Context: an optimization exercise on an open-source flow, tuned for small area, a short achievable clock period and few clock cycles per item. The choices shown serve that exercise and are no tape-out recipe.
Function was not checked in any run shown here: the RTL went through the layout flow alone.

## flow/design.v (module list and top-level ports; edited modules follow where they fit)
// module gdd_date_unit: 106 lines
// module gdd_diff: 258 lines
// module gdd_fa: 4 lines
// module gdd_han: 4 lines
// module gdd_hnn: 4 lines
// module gdd_hmx: 4 lines
// module gdd_pg00: 4 lines
// module gdd_pg10: 4 lines
// module gdd_pg11: 4 lines
// module gdd_gn2t: 3 lines
// module gdd_pgn2t: 4 lines
// module gdd_gt2n: 3 lines
// module gdd_pgt2n: 4 lines
// module gregorian_date_difference_days: 524 lines
// module gdd_rdy: 3 lines
module gregorian_date_difference_days (
  input  logic        clk_i,
  input  logic        rst_ni,
  input  logic        s_axis_tvalid_i,
  output logic        s_axis_tready_o,
  input  logic [71:0] s_axis_tdata_i,
  output logic        m_axis_tvalid_o,
  input  logic        m_axis_tready_i,
  output logic [31:0] m_axis_tdata_o,
  output logic [0:0]  m_axis_tuser_o
);
  // ...
==> flow/flow/run.sh <==
#!/bin/bash
# The standard layout, with the port buffers made from the platform's
# smallest plain buffer instead of the delay buffer the flow picks, and
# without half-adder cells (their logic is left to the gate mapper); the
# platform's own don't-use cells stay excluded.
set -euo pipefail
export BUFFER_PORTS_ARGS="-buffer_cell sky130_fd_sc_hd__buf_1"
DU=" sky130_fd_sc_hd__probe_p_8 sky130_fd_sc_hd__probec_p_8 sky130_fd_sc_hd__lpflow_bleeder_1 sky130_fd_sc_hd__lpflow_clkbufkapwr_1 sky130_fd_sc_hd__lpflow_clkbufkapwr_16 sky130_fd_sc_hd__lpflow_clkbufkapwr_2 sky130_fd_sc_hd__lpflow_clkbufkapwr_4 sky130_fd_sc_hd__lpflow_clkbufkapwr_8 sky130_fd_sc_hd__lpflow_clkinvkapwr_1 sky130_fd_sc_hd__lpflow_clkinvkapwr_16 sky130_fd_sc_hd__lpflow_clkinvkapwr_2 sky130_fd_sc_hd__lpflow_clkinvkapwr_4 sky130_fd_sc_hd__lpflow_clkinvkapwr_8 sky130_fd_sc_hd__lpflow_decapkapwr_12 sky130_fd_sc_hd__lpflow_decapkapwr_3 sky130_fd_sc_hd__lpflow_decapkapwr_4 sky130_fd_sc_hd__lpflow_decapkapwr_6 sky130_fd_sc_hd__lpflow_decapkapwr_8 sky130_fd_sc_hd__lpflow_inputiso0n_1 sky130_fd_sc_hd__lpflow_inputiso0p_1 sky130_fd_sc_hd__lpflow_inputiso1n_1 sky130_fd_sc_hd__lpflow_inputiso1p_1 sky130_fd_sc_hd__lpflow_inputisolatch_1 sky130_fd_sc_hd__lpflow_isobufsrc_1 sky130_fd_sc_hd__lpflow_isobufsrc_16 sky130_fd_sc_hd__lpflow_isobufsrc_2 sky130_fd_sc_hd__lpflow_isobufsrc_4 sky130_fd_sc_hd__lpflow_isobufsrc_8 sky130_fd_sc_hd__lpflow_isobufsrckapwr_16 sky130_fd_sc_hd__lpflow_lsbuf_lh_hl_isowell_tap_1 sky130_fd_sc_hd__lpflow_lsbuf_lh_hl_isowell_tap_2 sky130_fd_sc_hd__lpflow_lsbuf_lh_hl_isowell_tap_4 sky130_fd_sc_hd__lpflow_lsbuf_lh_isowell_4 sky130_fd_sc_hd__lpflow_lsbuf_lh_isowell_tap_1 sky130_fd_sc_hd__lpflow_lsbuf_lh_isowell_tap_2 sky130_fd_sc_hd__lpflow_lsbuf_lh_isowell_tap_4 # # Define fill cells  sky130_fd_sc_hd__ha_1 sky130_fd_sc_hd__ha_2 sky130_fd_sc_hd__ha_4"
bash standard.sh "DONT_USE_CELLS=$DU" finish > standard.log 2>&1
==> flow/standard.sh <==
#!/bin/bash
# synth_recipe.tcl (not shown) runs the flow's synth.tcl, then flattens the netlist and writes it again
# the make line also repeats each setting of config.mk as NAME=value (left out here)
make -C /OpenROAD-flow-scripts/flow DESIGN_CONFIG=/design/flow/config.mk WORK_HOME=/design/flow/orfs CLKGATE_MAP_FILE= SYNTH_SCRIPT=/design/flow/synth_recipe.tcl "${@:-finish}"
==> flow/config.mk <==
export PLATFORM = sky130hd
export DESIGN_NAME = gregorian_date_difference_days
export DESIGN_NICKNAME = gregorian_date_difference_days
export VERILOG_FILES = /design/flow/design.v
export SDC_FILE = /design/flow/constraint.sdc
export NUM_CORES = 4
export LEC_CHECK = 0
export CAP_MARGIN = 20
export CORE_MARGIN = 2
export CORE_UTILIZATION = 50
export CTS_BUF_LIST = sky130_fd_sc_hd__clkbuf_4 sky130_fd_sc_hd__clkbuf_8
export SLEW_MARGIN = 20
export SYNTH_HIERARCHICAL = 1
export SYNTH_MINIMUM_KEEP_SIZE = 0
==> flow/constraint.sdc <==
create_clock -name core_clock -period 8.5 [get_ports {clk_i}]
set_input_delay 1.7000 -clock core_clock [delete_from_list [all_inputs] [get_ports {clk_i}]]
set_output_delay 1.7000 -clock core_clock [all_outputs]
set_load 0.01 [all_outputs]
==> flow_metrics.py, run 1 <==
metrics = {
    "finish": {
        "multi_input_area_share_pct": 63.97,
        "largest_class": "multi-input gates",
        "final_cells": 2076,
        "clkbuf_count": 21,
        "reg.largest.list": "days3 x26, du2 x18",
    },
    "sta": {
        "whs_ns": 0.5115,
        "setup_slack_ns": 4.195,
        "rsz0062_at_grt": "no",
        "slew_violations": 0,
        "fin_worst_skew_ns": 0.01686,
        "worst_pin_slew_ns": 0.8665,
    },
    "cts": {
        "htreeDepth": 4,
        "tritoncts": "built",
    },
    "global_route": {
        "overflow": 0,
        "grtUsageMet3_pct": 2.890,
    },
    "critical_path": {
        "crit_chain": "fa_1 -> inv_1 -> fa_1 -> xor2_1 -> nor2_1 -> nand2_1 -> o21ai_1 -> inv_1 -> o21ai_1 -> xor2_1 -> or2_1 -> o21ai_1 -> a21oi_2 -> inv_1 -> a21oi_2 -> o21ai_1 -> xor2_1",
        "cpMostUsedCell": "o21ai_1",
        "r2r_slack_ns": 4.20,
        "critPathRequiredTime_ns": 8.69,
    },
    "synthesis": {
        "synthCells": 1600,
    },
    "floorplan": {
        "die_y_um": 180.3,
        "num_rows": 64,
        "dieArea_sq_um": 32490,
        "initial_core_util_pct": 50.78,
    },
    "routing": {
        "met2WireLength_um": 18190,
        "vias": 10960,
    },
    "placed_design": {
        "pre_cts_slack_ns": 4.191,
    },
    "status": {
        "status": "no timing/DRC/antenna violations",
    },
}
==> module gdd_date_unit, before the edit <==
module gdd_date_unit (
  input  logic [15:0] year_i,
  input  logic [1:0]  code_i,    
  output logic        ok_o,
  output logic [7:0]  hia_o,
  output logic [7:0]  hib_o,
  output logic        c9_o,
  output logic [1:0]  g_o,
  output logic        lp_o       
);
  logic [11:0] z;
  logic [3:0]  y3;
  logic [8:0]  f;
  assign z  = year_i[15:4];
  assign y3 = year_i[3:0];
  logic pp_1, pp_2, pp_3, pp_4, pp_5, pp_6, pp_7, pp_8, pp_9, pp_10, pp_11, pp_12, pp_13, pp_14, pp_15, pp_16, pp_17, pp_18, pp_19, pp_20, pp_21, pp_22, pp_23, pp_24, pp_25, pp_26, pp_27, pp_28, pp_29, pp_30, pp_31, pp_32, pp_33, pp_34, pp_35, pp_36, pp_37, pp_38, pp_39, pp_40, pp_41, pp_42, pp_43, pp_44, pp_45, pp_46, pp_47, pp_48, pp_49, pp_50;
  gdd_han u_pp_1 (.a(z[0]), .b(z[2]), .s(pp_1), .cn(pp_2));
  gdd_fa u_pp_3 (.a(z[1]), .b(z[3]), .c(z[6]), .s(pp_3), .co(pp_4));
  gdd_fa u_pp_5 (.a(z[2]), .b(z[4]), .c(z[7]), .s(pp_5), .co(pp_6));
  gdd_fa u_pp_7 (.a(z[3]), .b(z[5]), .c(z[8]), .s(pp_7), .co(pp_8));
  gdd_fa u_pp_9 (.a(z[4]), .b(z[6]), .c(z[9]), .s(pp_9), .co(pp_10));
  gdd_fa u_pp_11 (.a(z[5]), .b(z[7]), .c(z[10]), .s(pp_11), .co(pp_12));
  gdd_fa u_pp_13 (.a(z[6]), .b(z[8]), .c(z[11]), .s(pp_13), .co(pp_14));
  gdd_han u_pp_15 (.a(z[7]), .b(z[9]), .s(pp_15), .cn(pp_16));
  gdd_han u_pp_17 (.a(z[8]), .b(z[10]), .s(pp_17), .cn(pp_18));
  gdd_han u_pp_19 (.a(z[9]), .b(z[11]), .s(pp_19), .cn(pp_20));
  gdd_hmx u_pp_21 (.a(z[1]), .b(z[6]), .sn(pp_21), .cn(pp_22));
  gdd_hmx u_pp_23 (.a(z[2]), .b(z[7]), .sn(pp_23), .cn(pp_24));
  gdd_fa u_pp_25 (.a(z[0]), .b(z[3]), .c(~z[8]), .s(pp_25), .co(pp_26));
  gdd_fa u_pp_27 (.a(z[1]), .b(z[4]), .c(~z[9]), .s(pp_27), .co(pp_28));
  gdd_fa u_pp_29 (.a(z[5]), .b(~z[10]), .c(pp_1), .s(pp_29), .co(pp_30));
  gdd_fa u_pp_31 (.a(z[11]), .b(pp_2), .c(~pp_3), .s(pp_31), .co(pp_32));
  assign pp_33 = ~1'b0 ^ pp_4 ^ pp_5;
  assign pp_34 = (~1'b0 & pp_4) | (~1'b0 & pp_5) | (pp_4 & pp_5);
  assign pp_35 = ~1'b0 ^ pp_6 ^ pp_7;
  assign pp_36 = (~1'b0 & pp_6) | (~1'b0 & pp_7) | (pp_6 & pp_7);
  assign pp_37 = ~1'b0 ^ pp_8 ^ pp_9;
  assign pp_38 = (~1'b0 & pp_8) | (~1'b0 & pp_9) | (pp_8 & pp_9);
  assign pp_39 = ~1'b0 ^ pp_10 ^ pp_11;
  assign pp_40 = (~1'b0 & pp_10) | (~1'b0 & pp_11) | (pp_10 & pp_11);
  assign pp_41 = ~1'b0 ^ pp_12 ^ pp_13;
  assign pp_42 = (~1'b0 & pp_12) | (~1'b0 & pp_13) | (pp_12 & pp_13);
  assign pp_43 = ~1'b0 ^ pp_15 ^ pp_14;
  assign pp_44 = (~1'b0 & pp_15) | (~1'b0 & pp_14) | (pp_15 & pp_14);
  assign pp_45 = 1'b0 ^ ~pp_17 ^ pp_16;
  assign pp_46 = (1'b0 & ~pp_17) | (1'b0 & pp_16) | (~pp_17 & pp_16);
  assign pp_47 = 1'b0 ^ ~pp_19 ^ pp_18;
  assign pp_48 = (1'b0 & ~pp_19) | (1'b0 & pp_18) | (~pp_19 & pp_18);
  assign pp_49 = ~z[10] ^ 1'b0 ^ pp_20;
  assign pp_50 = (~z[10] & 1'b0) | (~z[10] & pp_20) | (1'b0 & pp_20);
  logic pl_1, pl_2, pl_3, pl_4, pl_5, pl_6, pl_7, pl_8, pl_9, pl_10, pl_11, pl_12, pl_13, pl_14, pl_15, pl_16, pl_17, pl_18, pl_19, pl_20, pl_21, pl_22, pl_23, pl_24, pl_25, pl_26, pl_27, pl_28, pl_29, pl_30, pl_31, pl_32, pl_33, pl_34, pl_35, pl_36, pl_37, pl_38, pl_39, pl_40, pl_41, pl_42, pl_43, pl_44;
  gdd_pg11 u_pl_1 (.a(pp_22), .b(pp_23), .pn(pl_1), .gn(pl_2));
  gdd_pg10 u_pl_3 (.a(pp_24), .b(pp_25), .pn(pl_3), .gn(pl_4));
  gdd_pg00 u_pl_5 (.a(pp_26), .b(pp_27), .pn(pl_5), .gn(pl_6));
  gdd_pg00 u_pl_7 (.a(pp_28), .b(pp_29), .pn(pl_7), .gn(pl_8));
  gdd_pg10 u_pl_9 (.a(pp_31), .b(pp_30), .pn(pl_9), .gn(pl_10));
  gdd_pg10 u_pl_11 (.a(pp_32), .b(pp_33), .pn(pl_11), .gn(pl_12));
  gdd_pg00 u_pl_13 (.a(pp_34), .b(pp_35), .pn(pl_13), .gn(pl_14));
  gdd_pg00 u_pl_15 (.a(pp_36), .b(pp_37), .pn(pl_15), .gn(pl_16));
  gdd_gn2t u_pl_17 (.gn1(pl_2), .pn1(pl_1), .gn0(pp_21), .g(pl_17));
  gdd_pgn2t u_pl_18 (.gn1(pl_6), .pn1(pl_5), .gn0(pl_4), .pn0(pl_3), .g(pl_18), .p(pl_19));
  gdd_pgn2t u_pl_20 (.gn1(pl_10), .pn1(pl_9), .gn0(pl_8), .pn0(pl_7), .g(pl_20), .p(pl_21));
  gdd_pgn2t u_pl_22 (.gn1(pl_14), .pn1(pl_13), .gn0(pl_12), .pn0(pl_11), .g(pl_22), .p(pl_23));
  gdd_gt2n u_pl_24 (.g1(pl_18), .p1(pl_19), .g0(pl_17), .gn(pl_24));
  gdd_pgt2n u_pl_25 (.g1(pl_22), .p1(pl_23), .g0(pl_20), .p0(pl_21), .gn(pl_25), .pn(pl_26));
  gdd_gn2t u_pl_27 (.gn1(pl_25), .pn1(pl_26), .gn0(pl_24), .g(pl_27));
  assign pl_28 = ~pl_24;
  gdd_gt2n u_pl_29 (.g1(pl_20), .p1(pl_21), .g0(pl_28), .gn(pl_29));
  assign pl_30 = ~pl_17;
  gdd_gn2t u_pl_31 (.gn1(pl_4), .pn1(pl_3), .gn0(pl_30), .g(pl_31));
  gdd_gn2t u_pl_32 (.gn1(pl_8), .pn1(pl_7), .gn0(pl_24), .g(pl_32));
  gdd_gn2t u_pl_33 (.gn1(pl_12), .pn1(pl_11), .gn0(pl_29), .g(pl_33));
  assign pl_34 = ~pl_27;
  gdd_gn2t u_pl_35 (.gn1(pl_16), .pn1(pl_15), .gn0(pl_34), .g(pl_35));
  assign pl_36 = (pp_21 ^ 1'b0);
  assign pl_37 = (pl_1 ^ pp_21);
  assign pl_38 = ~(pl_3 ^ pl_17);
  assign pl_39 = ~(pl_5 ^ pl_31);
  assign pl_40 = (pl_7 ^ pl_24);
  assign pl_41 = ~(pl_9 ^ pl_32);
  assign pl_42 = (pl_11 ^ pl_29);
  assign pl_43 = ~(pl_13 ^ pl_33);
  assign pl_44 = ~(pl_15 ^ pl_27);
  assign f     = {pl_44, pl_43, pl_42, pl_41, pl_40, pl_39, pl_38, pl_37, pl_36};
  assign c9_o  = pl_35;
  assign hia_o = {z[11], ~pp_50, ~pp_48, ~pp_46, pp_44, pp_42, pp_40, pp_38};
  assign hib_o = {~1'b0, ~z[11], ~pp_49, ~pp_47, ~pp_45, pp_43, pp_41, pp_39};
  logic r6, r7, r12, r13, r18, r19;
  assign r6  = (f >= gdd_pkg::FR6);
  assign r7  = (f >= gdd_pkg::FR7);
  assign r12 = (f >= gdd_pkg::FR12);
  assign r13 = (f >= gdd_pkg::FR13);
  assign r18 = (f >= gdd_pkg::FR18);
  assign r19 = (f >= gdd_pkg::FR19);
  logic gt100, gt200, gt300, is100, is200, is300, leap;
  assign gt100 = r7  || (r6  && (y3 >= 4'd5));
  assign gt200 = r13 || (r12 && (y3 >= 4'd9));
  assign gt300 = r19 || (r18 && (y3 >= 4'd13));
  assign is100 = r6  && !r7  && (y3 == 4'd4);
  assign is200 = r12 && !r13 && (y3 == 4'd8);
  assign is300 = r18 && !r19 && (y3 == 4'd12);
  assign leap  = (y3[1:0] == 2'b00) && !is100 && !is200 && !is300;
  assign g_o   = {gt200, gt100 ^ gt200 ^ gt300};
  assign lp_o = leap && code_i[1] && code_i[0];
  assign ok_o = code_i[1] || (code_i[0] && leap);
endmodule
==> run 2, diff against run 1 <==
--- a/flow/design.v
+++ b/flow/design.v
@@ -51,51 +51,59 @@
   assign pp_43 = ~1'b0 ^ pp_15 ^ pp_14;
   assign pp_44 = (~1'b0 & pp_15) | (~1'b0 & pp_14) | (pp_15 & pp_14);
   assign pp_45 = 1'b0 ^ ~pp_17 ^ pp_16;
   assign pp_46 = (1'b0 & ~pp_17) | (1'b0 & pp_16) | (~pp_17 & pp_16);
   assign pp_47 = 1'b0 ^ ~pp_19 ^ pp_18;
   assign pp_48 = (1'b0 & ~pp_19) | (1'b0 & pp_18) | (~pp_19 & pp_18);
   assign pp_49 = ~z[10] ^ 1'b0 ^ pp_20;
   assign pp_50 = (~z[10] & 1'b0) | (~z[10] & pp_20) | (1'b0 & pp_20);
-  logic pl_1, pl_2, pl_3, pl_4, pl_5, pl_6, pl_7, pl_8, pl_9, pl_10, pl_11, pl_12, pl_13, pl_14, pl_15, pl_16, pl_17, pl_18, pl_19, pl_20, pl_21, pl_22, pl_23, pl_24, pl_25, pl_26, pl_27, pl_28, pl_29, pl_30, pl_31, pl_32, pl_33, pl_34, pl_35, pl_36, pl_37, pl_38, pl_39, pl_40, pl_41, pl_42, pl_43, pl_44;
+  logic pl_1, pl_2, pl_3, pl_4, pl_5, pl_6, pl_7, pl_8, pl_9, pl_10, pl_11, pl_12, pl_13, pl_14, pl_15, pl_16, pl_17, pl_18, pl_19, pl_20, pl_21, pl_22, pl_23, pl_24, pl_25, pl_26, pl_27, pl_28, pl_29, pl_30, pl_31, pl_32, pl_33, pl_34, pl_35, pl_36, pl_37, pl_38, pl_39, pl_40, pl_41, pl_42, pl_43, pl_44, pl_45, pl_46, pl_47, pl_48, pl_49, pl_50, pl_51, pl_52, pl_53, pl_54, pl_55, pl_56, pl_57, pl_58, pl_59, pl_60, pl_61;
   gdd_pg11 u_pl_1 (.a(pp_22), .b(pp_23), .pn(pl_1), .gn(pl_2));
   gdd_pg10 u_pl_3 (.a(pp_24), .b(pp_25), .pn(pl_3), .gn(pl_4));
   gdd_pg00 u_pl_5 (.a(pp_26), .b(pp_27), .pn(pl_5), .gn(pl_6));
   gdd_pg00 u_pl_7 (.a(pp_28), .b(pp_29), .pn(pl_7), .gn(pl_8));
   gdd_pg10 u_pl_9 (.a(pp_31), .b(pp_30), .pn(pl_9), .gn(pl_10));
   gdd_pg10 u_pl_11 (.a(pp_32), .b(pp_33), .pn(pl_11), .gn(pl_12));
   gdd_pg00 u_pl_13 (.a(pp_34), .b(pp_35), .pn(pl_13), .gn(pl_14));
   gdd_pg00 u_pl_15 (.a(pp_36), .b(pp_37), .pn(pl_15), .gn(pl_16));
-  gdd_gn2t u_pl_17 (.gn1(pl_2), .pn1(pl_1), .gn0(pp_21), .g(pl_17));
-  gdd_pgn2t u_pl_18 (.gn1(pl_6), .pn1(pl_5), .gn0(pl_4), .pn0(pl_3), .g(pl_18), .p(pl_19));
-  gdd_pgn2t u_pl_20 (.gn1(pl_10), .pn1(pl_9), .gn0(pl_8), .pn0(pl_7), .g(pl_20), .p(pl_21));
-  gdd_pgn2t u_pl_22 (.gn1(pl_14), .pn1(pl_13), .gn0(pl_12), .pn0(pl_11), .g(pl_22), .p(pl_23));
-  gdd_gt2n u_pl_24 (.g1(pl_18), .p1(pl_19), .g0(pl_17), .gn(pl_24));
-  gdd_pgt2n u_pl_25 (.g1(pl_22), .p1(pl_23), .g0(pl_20), .p0(pl_21), .gn(pl_25), .pn(pl_26));
-  gdd_gn2t u_pl_27 (.gn1(pl_25), .pn1(pl_26), .gn0(pl_24), .g(pl_27));
-  assign pl_28 = ~pl_24;
-  gdd_gt2n u_pl_29 (.g1(pl_20), .p1(pl_21), .g0(pl_28), .gn(pl_29));
-  assign pl_30 = ~pl_17;
-  gdd_gn2t u_pl_31 (.gn1(pl_4), .pn1(pl_3), .gn0(pl_30), .g(pl_31));
-  gdd_gn2t u_pl_32 (.gn1(pl_8), .pn1(pl_7), .gn0(pl_24), .g(pl_32));
-  gdd_gn2t u_pl_33 (.gn1(pl_12), .pn1(pl_11), .gn0(pl_29), .g(pl_33));
-  assign pl_34 = ~pl_27;
-  gdd_gn2t u_pl_35 (.gn1(pl_16), .pn1(pl_15), .gn0(pl_34), .g(pl_35));
-  assign pl_36 = (pp_21 ^ 1'b0);
-  assign pl_37 = (pl_1 ^ pp_21);
-  assign pl_38 = ~(pl_3 ^ pl_17);
-  assign pl_39 = ~(pl_5 ^ pl_31);
-  assign pl_40 = (pl_7 ^ pl_24);
-  assign pl_41 = ~(pl_9 ^ pl_32);
-  assign pl_42 = (pl_11 ^ pl_29);
-  assign pl_43 = ~(pl_13 ^ pl_33);
-  assign pl_44 = ~(pl_15 ^ pl_27);
-  assign f     = {pl_44, pl_43, pl_42, pl_41, pl_40, pl_39, pl_38, pl_37, pl_36};
-  assign c9_o  = pl_35;
+  gdd_pgn2t u_pl_17 (.gn1(pl_16), .pn1(pl_15), .gn0(pl_14), .pn0(pl_13), .g(pl_17), .p(pl_18));
+  gdd_pgn2t u_pl_19 (.gn1(pl_14), .pn1(pl_13), .gn0(pl_12), .pn0(pl_11), .g(pl_19), .p(pl_20));
+  gdd_pgn2t u_pl_21 (.gn1(pl_12), .pn1(pl_11), .gn0(pl_10), .pn0(pl_9), .g(pl_21), .p(pl_22));
+  gdd_pgn2t u_pl_23 (.gn1(pl_10), .pn1(pl_9), .gn0(pl_8), .pn0(pl_7), .g(pl_23), .p(pl_24));
+  gdd_pgn2t u_pl_25 (.gn1(pl_8), .pn1(pl_7), .gn0(pl_6), .pn0(pl_5), .g(pl_25), .p(pl_26));
+  gdd_pgn2t u_pl_27 (.gn1(pl_6), .pn1(pl_5), .gn0(pl_4), .pn0(pl_3), .g(pl_27), .p(pl_28));
+  gdd_pgn2t u_pl_29 (.gn1(pl_4), .pn1(pl_3), .gn0(pl_2), .pn0(pl_1), .g(pl_29), .p(pl_30));
+  gdd_gn2t u_pl_31 (.gn1(pl_2), .pn1(pl_1), .gn0(pp_21), .g(pl_31));
+  gdd_pgt2n u_pl_32 (.g1(pl_17), .p1(pl_18), .g0(pl_21), .p0(pl_22), .gn(pl_32), .pn(pl_33));
+  gdd_pgt2n u_pl_34 (.g1(pl_19), .p1(pl_20), .g0(pl_23), .p0(pl_24), .gn(pl_34), .pn(pl_35));
+  gdd_pgt2n u_pl_36 (.g1(pl_21), .p1(pl_22), .g0(pl_25), .p0(pl_26), .gn(pl_36), .pn(pl_37));
+  gdd_pgt2n u_pl_38 (.g1(pl_23), .p1(pl_24), .g0(pl_27), .p0(pl_28), .gn(pl_38), .pn(pl_39));
+  gdd_pgt2n u_pl_40 (.g1(pl_25), .p1(pl_26), .g0(pl_29), .p0(pl_30), .gn(pl_40), .pn(pl_41));
+  gdd_gt2n u_pl_42 (.g1(pl_27), .p1(pl_28), .g0(pl_31), .gn(pl_42));
+  assign pl_43 = ~pp_21;
+  gdd_gt2n u_pl_44 (.g1(pl_29), .p1(pl_30), .g0(pl_43), .gn(pl_44));
+  gdd_pgn2t u_pl_45 (.gn1(pl_32), .pn1(pl_33), .gn0(pl_40), .pn0(pl_41), .g(pl_45), .p(pl_46));
+  gdd_gn2t u_pl_47 (.gn1(pl_34), .pn1(pl_35), .gn0(pl_42), .g(pl_47));
+  gdd_gn2t u_pl_48 (.gn1(pl_36), .pn1(pl_37), .gn0(pl_44), .g(pl_48));
+  assign pl_49 = ~pl_31;
+  gdd_gn2t u_pl_50 (.gn1(pl_38), .pn1(pl_39), .gn0(pl_49), .g(pl_50));
+  gdd_gn2t u_pl_51 (.gn1(pl_40), .pn1(pl_41), .gn0(pp_21), .g(pl_51));
+  gdd_gt2n u_pl_52 (.g1(pl_45), .p1(pl_46), .g0(pl_43), .gn(pl_52));
+  assign pl_53 = (pp_21 ^ 1'b0);
+  assign pl_54 = (pl_1 ^ pp_21);
+  assign pl_55 = ~(pl_3 ^ pl_31);
+  assign pl_56 = (pl_5 ^ pl_44);
+  assign pl_57 = (pl_7 ^ pl_42);
+  assign pl_58 = ~(pl_9 ^ pl_51);
+  assign pl_59 = ~(pl_11 ^ pl_50);
+  assign pl_60 = ~(pl_13 ^ pl_48);
+  assign pl_61 = ~(pl_15 ^ pl_47);
+  assign f     = {pl_61, pl_60, pl_59, pl_58, pl_57, pl_56, pl_55, pl_54, pl_53};
+  assign c9_o  = ~pl_52;
   assign hia_o = {z[11], ~pp_50, ~pp_48, ~pp_46, pp_44, pp_42, pp_40, pp_38};
   assign hib_o = {~1'b0, ~z[11], ~pp_49, ~pp_47, ~pp_45, pp_43, pp_41, pp_39};
   logic r6, r7, r12, r13, r18, r19;
   assign r6  = (f >= gdd_pkg::FR6);
   assign r7  = (f >= gdd_pkg::FR7);
   assign r12 = (f >= gdd_pkg::FR12);
   assign r13 = (f >= gdd_pkg::FR13);
   assign r18 = (f >= gdd_pkg::FR18);
@@ -787,50 +795,58 @@
   gdd_fa u_qs_37 (.a(~qs_5), .b(qs_20), .c(qs_21), .s(qs_37), .co(qs_38));
   gdd_fa u_qs_39 (.a(~qs_6), .b(qs_23), .c(qs_22), .s(qs_39), .co(qs_40));
   gdd_fa u_qs_41 (.a(~qs_9), .b(qs_24), .c(qs_25), .s(qs_41), .co(qs_42));
   gdd_fa u_qs_43 (.a(~qs_11), .b(qs_26), .c(qs_27), .s(qs_43), .co(qs_44));
   gdd_fa u_qs_45 (.a(~qs_13), .b(qs_28), .c(qs_29), .s(qs_45), .co(qs_46));
   gdd_fa u_qs_47 (.a(~qs_15), .b(qs_30), .c(qs_31), .s(qs_47), .co(qs_48));
   gdd_fa u_qs_49 (.a(~qs_17), .b(qs_32), .c(qs_33), .s(qs_49), .co(qs_50));
   gdd_hnn u_qs_51 (.a(qs_18), .b(qs_34), .s(qs_51), .c(qs_52));
-  logic qa_1, qa_2, qa_3, qa_4, qa_5, qa_6, qa_7, qa_8, qa_9, qa_10, qa_11, qa_12, qa_13, qa_14, qa_15, qa_16, qa_17, qa_18, qa_19, qa_20, qa_21, qa_22, qa_23, qa_24, qa_25, qa_26, qa_27, qa_28, qa_29, qa_30, qa_31, qa_32, qa_33, qa_34, qa_35, qa_36, qa_37, qa_38, qa_39, qa_40, qa_41, qa_42, qa_43, qa_44, qa_45, qa_46;
+  logic qa_1, qa_2, qa_3, qa_4, qa_5, qa_6, qa_7, qa_8, qa_9, qa_10, qa_11, qa_12, qa_13, qa_14, qa_15, qa_16, qa_17, qa_18, qa_19, qa_20, qa_21, qa_22, qa_23, qa_24, qa_25, qa_26, qa_27, qa_28, qa_29, qa_30, qa_31, qa_32, qa_33, qa_34, qa_35, qa_36, qa_37, qa_38, qa_39, qa_40, qa_41, qa_42, qa_43, qa_44, qa_45, qa_46, qa_47, qa_48, qa_49, qa_50, qa_51, qa_52, qa_53, qa_54, qa_55, qa_56, qa_57, qa_58, qa_59, qa_60, qa_61, qa_62, qa_63;
   gdd_pg11 u_qa_1 (.a(qs_35), .b(sc9), .pn(qa_1), .gn(qa_2));
   gdd_pg11 u_qa_3 (.a(qs_36), .b(qs_37), .pn(qa_3), .gn(qa_4));
   gdd_pg11 u_qa_5 (.a(qs_38), .b(qs_39), .pn(qa_5), .gn(qa_6));
   gdd_pg11 u_qa_7 (.a(qs_40), .b(qs_41), .pn(qa_7), .gn(qa_8));
   gdd_pg11 u_qa_9 (.a(qs_42), .b(qs_43), .pn(qa_9), .gn(qa_10));
   gdd_pg11 u_qa_11 (.a(qs_44), .b(qs_45), .pn(qa_11), .gn(qa_12));
   gdd_pg11 u_qa_13 (.a(qs_46), .b(qs_47), .pn(qa_13), .gn(qa_14));
   gdd_pg11 u_qa_15 (.a(qs_48), .b(qs_49), .pn(qa_15), .gn(qa_16));
   gdd_pg10 u_qa_17 (.a(qs_50), .b(qs_51), .pn(qa_17), .gn(qa_18));
-  gdd_gn2t u_qa_19 (.gn1(qa_4), .pn1(qa_3), .gn0(qa_2), .g(qa_19));
-  gdd_pgn2t u_qa_20 (.gn1(qa_8), .pn1(qa_7), .gn0(qa_6), .pn0(qa_5), .g(qa_20), .p(qa_21));
-  gdd_pgn2t u_qa_22 (.gn1(qa_12), .pn1(qa_11), .gn0(qa_10), .pn0(qa_9), .g(qa_22), .p(qa_23));
-  gdd_pgn2t u_qa_24 (.gn1(qa_16), .pn1(qa_15), .gn0(qa_14), .pn0(qa_13), .g(qa_24), .p(qa_25));
-  gdd_gt2n u_qa_26 (.g1(qa_20), .p1(qa_21), .g0(qa_19), .gn(qa_26));
-  gdd_pgt2n u_qa_27 (.g1(qa_24), .p1(qa_25), .g0(qa_22), .p0(qa_23), .gn(qa_27), .pn(qa_28));
-  gdd_gn2t u_qa_29 (.gn1(qa_27), .pn1(qa_28), .gn0(qa_26), .g(qa_29));
-  assign qa_30 = ~qa_26;
-  gdd_gt2n u_qa_31 (.g1(qa_22), .p1(qa_23), .g0(qa_30), .gn(qa_31));
-  assign qa_32 = ~qa_19;
-  gdd_gn2t u_qa_33 (.gn1(qa_6), .pn1(qa_5), .gn0(qa_32), .g(qa_33));
-  gdd_gn2t u_qa_34 (.gn1(qa_10), .pn1(qa_9), .gn0(qa_26), .g(qa_34));
-  gdd_gn2t u_qa_35 (.gn1(qa_14), .pn1(qa_13), .gn0(qa_31), .g(qa_35));
-  assign qa_36 = ~qa_29;
-  gdd_gn2t u_qa_37 (.gn1(qa_18), .pn1(qa_17), .gn0(qa_36), .g(qa_37));
-  assign qa_38 = ~(qa_1 ^ 1'b0);
-  assign qa_39 = (qa_3 ^ qa_2);
-  assign qa_40 = ~(qa_5 ^ qa_19);
-  assign qa_41 = ~(qa_7 ^ qa_33);
-  assign qa_42 = (qa_9 ^ qa_26);
-  assign qa_43 = ~(qa_11 ^ qa_34);
-  assign qa_44 = (qa_13 ^ qa_31);
-  assign qa_45 = ~(qa_15 ^ qa_35);
-  assign qa_46 = ~(qa_17 ^ qa_29);
+  gdd_pgn2t u_qa_19 (.gn1(qa_18), .pn1(qa_17), .gn0(qa_16), .pn0(qa_15), .g(qa_19), .p(qa_20));
+  gdd_pgn2t u_qa_21 (.gn1(qa_16), .pn1(qa_15), .gn0(qa_14), .pn0(qa_13), .g(qa_21), .p(qa_22));
+  gdd_pgn2t u_qa_23 (.gn1(qa_14), .pn1(qa_13), .gn0(qa_12), .pn0(qa_11), .g(qa_23), .p(qa_24));
+  gdd_pgn2t u_qa_25 (.gn1(qa_12), .pn1(qa_11), .gn0(qa_10), .pn0(qa_9), .g(qa_25), .p(qa_26));
+  gdd_pgn2t u_qa_27 (.gn1(qa_10), .pn1(qa_9), .gn0(qa_8), .pn0(qa_7), .g(qa_27), .p(qa_28));
+  gdd_pgn2t u_qa_29 (.gn1(qa_8), .pn1(qa_7), .gn0(qa_6), .pn0(qa_5), .g(qa_29), .p(qa_30));
+  gdd_pgn2t u_qa_31 (.gn1(qa_6), .pn1(qa_5), .gn0(qa_4), .pn0(qa_3), .g(qa_31), .p(qa_32));
+  gdd_gn2t u_qa_33 (.gn1(qa_4), .pn1(qa_3), .gn0(qa_2), .g(qa_33));
+  gdd_pgt2n u_qa_34 (.g1(qa_19), .p1(qa_20), .g0(qa_23), .p0(qa_24), .gn(qa_34), .pn(qa_35));
+  gdd_pgt2n u_qa_36 (.g1(qa_21), .p1(qa_22), .g0(qa_25), .p0(qa_26), .gn(qa_36), .pn(qa_37));
+  gdd_pgt2n u_qa_38 (.g1(qa_23), .p1(qa_24), .g0(qa_27), .p0(qa_28), .gn(qa_38), .pn(qa_39));
+  gdd_pgt2n u_qa_40 (.g1(qa_25), .p1(qa_26), .g0(qa_29), .p0(qa_30), .gn(qa_40), .pn(qa_41));
+  gdd_pgt2n u_qa_42 (.g1(qa_27), .p1(qa_28), .g0(qa_31), .p0(qa_32), .gn(qa_42), .pn(qa_43));
+  gdd_gt2n u_qa_44 (.g1(qa_29), .p1(qa_30), .g0(qa_33), .gn(qa_44));
+  assign qa_45 = ~qa_2;
+  gdd_gt2n u_qa_46 (.g1(qa_31), .p1(qa_32), .g0(qa_45), .gn(qa_46));
+  gdd_pgn2t u_qa_47 (.gn1(qa_34), .pn1(qa_35), .gn0(qa_42), .pn0(qa_43), .g(qa_47), .p(qa_48));
+  gdd_gn2t u_qa_49 (.gn1(qa_36), .pn1(qa_37), .gn0(qa_44), .g(qa_49));
+  gdd_gn2t u_qa_50 (.gn1(qa_38), .pn1(qa_39), .gn0(qa_46), .g(qa_50));
+  assign qa_51 = ~qa_33;
+  gdd_gn2t u_qa_52 (.gn1(qa_40), .pn1(qa_41), .gn0(qa_51), .g(qa_52));
+  gdd_gn2t u_qa_53 (.gn1(qa_42), .pn1(qa_43), .gn0(qa_2), .g(qa_53));
+  gdd_gt2n u_qa_54 (.g1(qa_47), .p1(qa_48), .g0(qa_45), .gn(qa_54));
+  assign qa_55 = ~(qa_1 ^ 1'b0);
+  assign qa_56 = (qa_3 ^ qa_2);
+  assign qa_57 = ~(qa_5 ^ qa_33);
+  assign qa_58 = (qa_7 ^ qa_46);
+  assign qa_59 = (qa_9 ^ qa_44);
+  assign qa_60 = ~(qa_11 ^ qa_53);
+  assign qa_61 = ~(qa_13 ^ qa_52);
+  assign qa_62 = ~(qa_15 ^ qa_50);
+  assign qa_63 = ~(qa_17 ^ qa_49);
   logic ya_1, ya_2, ya_3, ya_4, ya_5, ya_6, ya_7, ya_8, ya_9, ya_10, ya_11, ya_12, ya_13, ya_14, ya_15, ya_16, ya_17, ya_18, ya_19, ya_20, ya_21, ya_22, ya_23, ya_24, ya_25, ya_26, ya_27, ya_28, ya_29, ya_30, ya_31, ya_32, ya_33, ya_34, ya_35, ya_36, ya_37, ya_38, ya_39, ya_40, ya_41, ya_42, ya_43, ya_44, ya_45, ya_46, ya_47, ya_48, ya_49, ya_50, ya_51, ya_52, ya_53, ya_54, ya_55, ya_56, ya_57, ya_58, ya_59, ya_60, ya_61, ya_62, ya_63, ya_64, ya_65, ya_66, ya_67, ya_68, ya_69, ya_70, ya_71, ya_72, ya_73, ya_74, ya_75, ya_76, ya_77, ya_78, ya_79, ya_80, ya_81, ya_82, ya_83, ya_84, ya_85, ya_86, ya_87, ya_88, ya_89, ya_90, ya_91, ya_92, ya_93, ya_94, ya_95, ya_96;
   gdd_pg10 u_ya_1 (.a(sy1[0]), .b(ey1[0]), .pn(ya_1), .gn(ya_2));
   gdd_pg10 u_ya_3 (.a(sy1[1]), .b(ey1[1]), .pn(ya_3), .gn(ya_4));
   gdd_pg10 u_ya_5 (.a(sy1[2]), .b(ey1[2]), .pn(ya_5), .gn(ya_6));
   gdd_pg10 u_ya_7 (.a(sy1[3]), .b(ey1[3]), .pn(ya_7), .gn(ya_8));
   gdd_pg10 u_ya_9 (.a(sy1[4]), .b(ey1[4]), .pn(ya_9), .gn(ya_10));
   gdd_pg10 u_ya_11 (.a(sy1[5]), .b(ey1[5]), .pn(ya_11), .gn(ya_12));
   gdd_pg10 u_ya_13 (.a(sy1[6]), .b(ey1[6]), .pn(ya_13), .gn(ya_14));
@@ -892,17 +908,17 @@
   assign ya_90 = (ya_21 ^ ya_67);
   assign ya_91 = ~(ya_23 ^ ya_74);
   assign ya_92 = ~(ya_25 ^ ya_64);
   assign ya_93 = ~(ya_27 ^ ya_76);
   assign ya_94 = (ya_29 ^ ya_68);
   assign ya_95 = ~(ya_31 ^ ya_77);
   assign ya_96 = ~(1'b1 ^ ya_62);
   assign dy  = {ya_96, ya_95, ya_94, ya_93, ya_92, ya_91, ya_90, ya_89, ya_88, ya_87, ya_86, ya_85, ya_84, ya_83, ya_82, ya_81, ya_80};
-  assign dqz = {qa_46, qa_45, qa_44, qa_43, qa_42, qa_41, qa_40, qa_39, qa_38};
+  assign dqz = {qa_63, qa_62, qa_61, qa_60, qa_59, qa_58, qa_57, qa_56, qa_55};
   assign du  = {ua_159, ua_158, ua_157, ua_156, ua_155, ua_154, ua_153, ua_152, ua_151, ua_150, ua_149, ua_148, ua_147, ua_146, ua_145, ua_144, ua_143, ua_142};
   logic [15:0] dy2;
   logic        dy16n2, nqz8n2, elp2, nslp2, ok2;
   logic [7:0]  nqz2;
   logic [1:0]  neg2, sg2;
   logic [17:0] du2;
   always_ff @(posedge clk_i) begin
     if (en) begin
==> run 2 against run 1 <==
First-iteration DRC count decreased by 15%. Flip-flop and latch count stayed put. Global-route usage rose by 0.66 points. Synthesized cell count grew 2.8%. Utilization down 0.59 points. Critical endpoint is now ok2$_DFFE_PP_. Largest cell class unchanged.
==> flow_metrics.py, run 2 <==
metrics = {
    "global_route": {
        "grt_pass1_vias": 11710,
        "grt_pass1_wl_um": 59520,
        "grt_max_degree": 49,
        "overflow": 0,
        "grt_use_total_pct": 23.16,
        "antenna_found_initial": 0,
    },
    "worst_hold_path": {
        "min_path_type": "reg -> reg",
    },
    "finish": {
        "syn_to_final_growth_pct": 5.409,
        "drive_gt1_share_pct": 15.74,
        "post-route-util_pct": 53.28,
        "regMostFlops": "days3",
        "final_cell_mix": "144 x nand2_1, 143 x xor2_1, 142 x fa_1",
        "nNetsFinal": 1929,
        "reg.largest.list": "days3 x26, du2 x18",
        "final_common_cell": "nand2_1",
        "fillers": 2944,
        "num_antenna_cells": 0,
        "largest_register_ff_count": 26,
    },
    "routing": {
        "dr.pass1.iters": 5,
        "drc": 0,
        "detail_route.wl_per_cell_um": 17.25,
        "drtIter0Drc": 404,
        "vias": 11190,
        "drt-total-wl_um": 36640,
        "viasPerCell": 5.270,
        "ant_nets": 0,
    },
    "floorplan": {
        "design.portCount": 111,
        "num_rows": 65,
        "coreArea_sq_um": 31390,
        "dieArea_sq_um": 33180,
        "fp.dieW_um": 182.2,
        "initial_core_util_pct": 50.55,
        "die_y_um": 182.2,
    },
    "cts": {
        "clockBufferDepth": 2,
        "postCtsHoldBufs": 0,
        "postCtsSetupBuffers": 0,
        "cts-root-buf": "clkbuf_8",
        "ctsResizeCount": 0,
        "cts_made_buffers": 17,
        "tritoncts": "built",
        "htreeDepth": 4,
        "cts_sinks": 137,
        "clk_pin_slew_ns": 0.08,
        "clkLatencyLatePin_ns": 0.49,
    },
    "critical_path": {
        "critical-path-slowest-cell": "edfxtp_1",
        "crit_arrival_ns": 4.46,
        "critPathKind": "reg -> reg",
        "crit_chain": "fa_1 -> inv_1 -> fa_1 -> xor2_1 -> nor2_1 -> a21oi_2 -> o21ai_1 -> xnor2_1 -> nor2_1 -> o32ai_1 -> o21ai_1 -> and2_1",
        "cp-start-kind": "flop",
        "crit_path_max_fanout": 9,
        "cp_slowest_stage_delay_ns": 0.61,
        "end_kind": "flop",
        "critPathRequiredTime_ns": 8.75,
    },
    "status": {
        "status": "no timing/DRC/antenna violations",
    },
    "synthesis": {
        "syn_area_sq_um": 15870,
        "avgSynthCellArea_sq_um": 9.653,
        "yosys_warnings": 7,
        "synthCells": 1644,
    },
    "sta": {
        "fin_crit_ns": 4.206,
        "setup_viol_count_final": 0,
        "fin_worst_skew_ns": 0.01384,
        "rsz0062_at_grt": "no",
        "clock.fmax_mhz": 237.7,
        "hold_viol": 0,
        "period_share_pct": 49.49,
        "setup_tns_ns": 0,
        "worst_pin_slew_ns": 0.7984,
        "slew_violations": 0,
        "maxSlewHeadroom_pct": 46.77,
    },
    "placed_design": {
        "io_buffers": 104,
        "gp_congestion": 0.9433,
        "dp_hpwl_um": 31230,
    },
    "flow_run": {
        "cap_violations": 0,
    },
}
==> run 2: area by class of cell <==
class / instances / area [sq um] / area share (%)
repair buffers: 107 / 412.9 / 2.468
clock buffers: 18 / 241.5 / 1.444
multi-input cells: 1315 / 10860 / 64.93
flip-flops and latches: 137 / 4099 / 24.50
clock inverters: 12 / 110.1 / 0.6582
well taps: 402 / 503.0 / 3.007
inverters: 133 / 499.2 / 2.985
==> run 2: routing by layer <==
metal	vias up	share of wire, %	global-route usage (%)
li1	5556	-	-
met1	5395	42	27.18
met2	195	53	43.56
met3	47	2.5	2.934
met4	0	2.5	7.871
met5	-	0	0
==> run 2: metrics by stage <==
stage          hold slack, ns  worst slack, ns  std cells  cell area (sq um)
2_1_floorplan          0.4003            2.815       1651              15900
3_3_place_gp           0.4874            4.284       2094              16380
3_5_place_dp           0.4919            4.210       2094              16380
4_1_cts                0.5099            4.347       2124              16730
5_1_grt                0.5289            4.040       2124              16730
6_report               0.5056            4.294       2124              16730
==> run 2: final timing paths <==
check / start / to / slack (ns) / cells past startpoint
setup / recovery: ey1[5]$_DFFE_PP_ / ok2$_DFFE_PP_ / 4.29 / 12
hold / removal: v1_q$_DFFE_PN0P_ / v1_q$_DFFE_PN0P_ / 0.51 / 1
setup reg to reg: ey1[5]$_DFFE_PP_ / ok2$_DFFE_PP_ / 4.29 / 12
hold reg to reg: v1_q$_DFFE_PN0P_ / v1_q$_DFFE_PN0P_ / 0.51 / 1
max in group asynchronous: rst_ni / v2_q$_DFFE_PN0P_ / 7.35 / 1
min in group asynchronous: rst_ni / v3_q$_DFFE_PN0P_ / 1.00 / 1
==> run 2: critical path, delay by kind of cell (launching register included) <==
family          cells  cell delay, ns
compound gates      4            0.81
buf+inv             1            0.05
simple gates        3            0.47
fa+ha+maj           2            1.11
xor+xnor            2            0.92
flops               1            0.61

-- re-timing with driven ports --
How much do the figures lean on ideal ports? The routed layouts below were timed once more, with nothing changed but the port constraints. Step 1 sets driving cells, clkbuf_16 on the clock port and buf_2 on the other inputs (assumed; they add their load-dependent delay and slew). Step 2 moves the port delays by t, midway between the first and last clock arrival at a register: inputs arrive t later, outputs are due t later. That takes back most of the time a late clock gives input paths. Slacks: ideal / step 1 / step 2; pairs: ideal / step 1.
run	t, ns	setup slack, ns	worst setup path after step 2	clock arrival spread, ns	worst slew at a driven data input, ns
run 1	0.499	4.195 / 4.195 / 4.154	input to register	0.017 / 0.017	0.04
run 2	0.537	4.294 / 4.294 / 4.220	input to register	0.014 / 0.014	0.05
After both steps setup and hold are still met in every run listed. The setup slack of run 2, which loses most, moves by 0.000 ns with the drivers and by -0.074 ns with both steps.
